Source: an optimization exercise on an open RTL-to-GDS flow (aim: small area). Production flows keep margins and buffers that such runs may drop. Function was checked by simulation only, so behaviour that the tests miss may differ from the original. Power and IR drop assume default switching activity. The flow treats the clock pin as an ideal source, which a real chip does not have.

## run 3
## rv32_core
module rv32_core (
   input  logic                  CLK,
   input  logic                  RST_N,
   input  logic                  I_MEM_WAIT,
   output logic                  I_MEM_ENA,
   output logic [32-1:0] I_MEM_ADDR,
   input  logic [32-1:0] I_MEM_RDATA,
   input  logic                  D_MEM_WAIT,
   output logic                  D_MEM_ENA,
   output logic [3:0]            D_MEM_WSTB,
   output logic [32-1:0] D_MEM_ADDR,
   output logic [32-1:0] D_MEM_WDATA,
   input  logic [32-1:0] D_MEM_RDATA
);
Size in the first run: about 1,100 flip-flops, roughly 170 I/O pins, ~26,000 µm² of cells after synthesis.
==> flow/config.mk <==
export PLATFORM = sky130hd
export DESIGN_NAME = rv32_core
export DESIGN_NICKNAME = rv32_core
export VERILOG_FILES = /design/flow/design.v
export SDC_FILE = /design/flow/constraint.sdc
export NUM_CORES = 4
export LEC_CHECK = 0
export CAP_MARGIN = 20
export CORE_MARGIN = 2
export CORE_UTILIZATION = 65
export PLACE_DENSITY = 0.8
export SLEW_MARGIN = 20
==> flow/constraint.sdc <==
create_clock -name core_clock -period 9.0 [get_ports {CLK}]
set_input_delay 1.8000 -clock core_clock [delete_from_list [all_inputs] [get_ports {CLK}]]
set_output_delay 1.8000 -clock core_clock [all_outputs]
set_load 0.01 [all_outputs]
standard.sh (not shown) runs the stock make flow with config.mk's settings and CLKGATE_MAP_FILE= SYNTH_SCRIPT=/design/flow/synth_recipe.tcl, a recipe that flattens the netlist after the stock synthesis.
==> flow/flow/run.sh <==
#!/bin/bash
# Own layout flow: the standard flow (standard.sh) with two changes to how
# the layout is made:
#  - port buffers use the smallest buffer (buf_1) instead of ORFS's default pick;
#  - CTS clusters up to 36 sinks per clkbuf_16 leaf buffer and inserts no dummy loads.
# Synthesis, floorplan, power grid, placement, routing and finishing are the
# standard flow's, unchanged. Each tool's output is in the make logs under
# orfs/logs; the make output itself goes to standard.log.
set -euo pipefail
export BUFFER_PORTS_ARGS="-buffer_cell sky130_fd_sc_hd__buf_1"
export CTS_ARGS="-sink_clustering_enable -repair_clock_nets -buf_list sky130_fd_sc_hd__clkbuf_16 -sink_clustering_size 36 -sink_clustering_max_diameter 80 -dont_use_dummy_load"
bash standard.sh finish > standard.log 2>&1
--- input diff run 3..run 2 ---
diff --git a/flow/design.v b/flow/design.v
--- a/flow/design.v
+++ b/flow/design.v
@@ -123,50 +123,50 @@
    wire  [4:0]  rs1 = ir[19:15];
    wire  [4:0]  rs2 = ir[24:20];
    assign rtap[0] = 1'b0;
    for (genvar k = 1; k < 32; k++) begin : g_x
       logic [31:0] r;
       wire we = clr | (wen & (rd == k));
       always_ff @(posedge CLK) r <= {we ? wbit : r[0], r[31:1]};
       assign rtap[k] = r[0];
    end
    wire rs1b = rtap[rs1];
    wire rs2b = rtap[rs2];
    wire pcb  = P[0];
-   wire sub  = is_br | is_slt | (is_op & (f3 == 3'b000) & ir[30]) | (is_shift & ~f3[2]);
+   wire sub  = is_br | is_slt | (is_op & (f3 == 3'b000) & ir[30]);
    wire opa  = (is_auipc | is_jal) ? pcb : ((is_lui | is_shift) ? 1'b0 : rs1b);
    wire opb  = (is_op | is_br) ? rs2b : immb;
    wire opbx = opb ^ sub;
    wire ca_i = c0 ? sub : ca;
    wire suma = opa ^ opbx ^ ca_i;
    wire ca_o = (opa & opbx) | (opa & ca_i) | (opbx & ca_i);
    wire b2   = (ex2 & is_br & flag) ? immb : (c == 5'd2);
    wire cb_i = c0 ? 1'b0 : cb;
    wire sumb = pcb ^ b2 ^ cb_i;
    wire cb_o = (pcb & b2) | (pcb & cb_i) | (b2 & cb_i);
    wire eq_i  = (c0 ? 1'b1 : flag) & ~(opa ^ opb);
    wire ltu   = ~ca_o;
    wire lt    = (opa ^ opb) ? opa : ltu;
    wire cmp   = is_br ? (((f3[2] ? (f3[1] ? ltu : lt) : eq_i)) ^ f3[0])
                       : (f3[0] ? ltu : lt);
    wire       left = ~f3[2];
+   wire [4:0] nsh  = 5'd0 - aux;
    wire [5:0] csum = {1'b0, c} + {1'b0, aux};
-   wire       shin = left ? (csum[5] | (aux == 5'd0)) : ~csum[5];
-   wire       shb  = shin ? W[aux] : (~left & ir[30] & flag);
-   wire       ldb_ = (f3[1:0] == 2'b00);
-   wire       ldh_ = (f3[1:0] == 2'b01);
-   wire       ldin = ldb_ ? (c[4:3] == 2'b00) : (ldh_ ? ~c[4] : 1'b1);
-   wire [4:0] ldix = {aux[1] | (ldin & ~ldb_ & c[4]),
-                      aux[0] | (~ldb_ & (c[3] | ~ldin)),
-                      c[2:0] | {3{~ldin}}};
+   wire       ovf  = csum[5];
+   wire [4:0] widx = left ? nsh : (ovf ? ~c : aux);
+   wire       shb  = W[widx] & (left ? (c >= aux) : (~ovf | ir[30]));
+   wire [1:0] ldsz = f3[1:0];
+   wire [4:0] ldw1 = (ldsz == 2'b00) ? 5'd7 : ((ldsz == 2'b01) ? 5'd15 : 5'd31);
+   wire       ldin = (c <= ldw1);
+   wire [4:0] ldix = {aux[1:0] + (ldin ? c[4:3] : ldw1[4:3]), ldin ? c[2:0] : 3'b111};
    wire       ldb  = D_MEM_RDATA[ldix] & (ldin | ~f3[2]);
    always_comb begin
       wbit = 1'b0;
       if (ex1) begin
          if (is_jal | is_jalr) wbit = sumb;
          else if (is_alu) begin
             case (f3)
                3'b100:  wbit = opa ^ opb;
                3'b110:  wbit = opa | opb;
                3'b111:  wbit = opa & opb;
                default: wbit = suma;
             endcase
@@ -236,16 +236,16 @@
                      st <= D_MEM_WAIT ? S_DRTY : S_EX2;
                   else
                      st <= D_MEM_WAIT ? S_DRTY : (I_MEM_WAIT ? S_FETCH : S_EX1);
                end
                default: st <= I_MEM_WAIT ? S_FETCH : S_EX1;
             endcase
          end
       end
    end
    always_ff @(posedge CLK) begin
       ca <= ca_o;
       cb <= cb_o;
-      if (ex1) flag <= c31 ? (is_shift ? rs1b : cmp) : eq_i;
+      if (ex1) flag <= c31 ? cmp : eq_i;
       if (ex1 & (c < 5'd5)) aux <= {suma, aux[4:1]};
    end
 endmodule
[summary]
- Relative to run 3, run 2 degrades overall power consumption.
- Compared with run 3, run 2 ends up with a larger final cell area.
- Compared with run 3, global-route wire length before repair in run 2 increased by a few percent.
- Sort run 2 and run 3 by number of global-route vias before repair desc -> top: run 2
- NOTE: worst setup slack in run 2 falls short of that of run 3

==> afterwards: timing with drivers on the ports <==
In the flow no input, the clock included, has a driving cell. The finished layouts below were timed again as built, in two steps. Step 1 assumes that a clkbuf_16 drives the clock port and a buf_2 every other input. Step 2 moves the port delays by t, midway between the first and last clock arrival at a register: inputs arrive t later, outputs are due t later. That takes back most of the time a late clock gives input paths. Three values: no drivers, after step 1, after step 2; two values: the first two.
run	shift t [ns]	slack for setup (ns)	clock arrival spread, ns	slew at the worst register clock pin (ns)	cell pins on the clock port's net
run 3	0.617	1.287 / 1.230 / 1.230	0.042 / 0.041	0.12 / 0.12	1
run 2	0.617	0.905 / 0.817 / 0.817	0.064 / 0.064	0.12 / 0.12	1
After both steps every run listed still meets setup and hold. For run 2, which loses most, drivers alone change the setup slack by -0.088 ns; drivers and shift together by -0.088 ns.
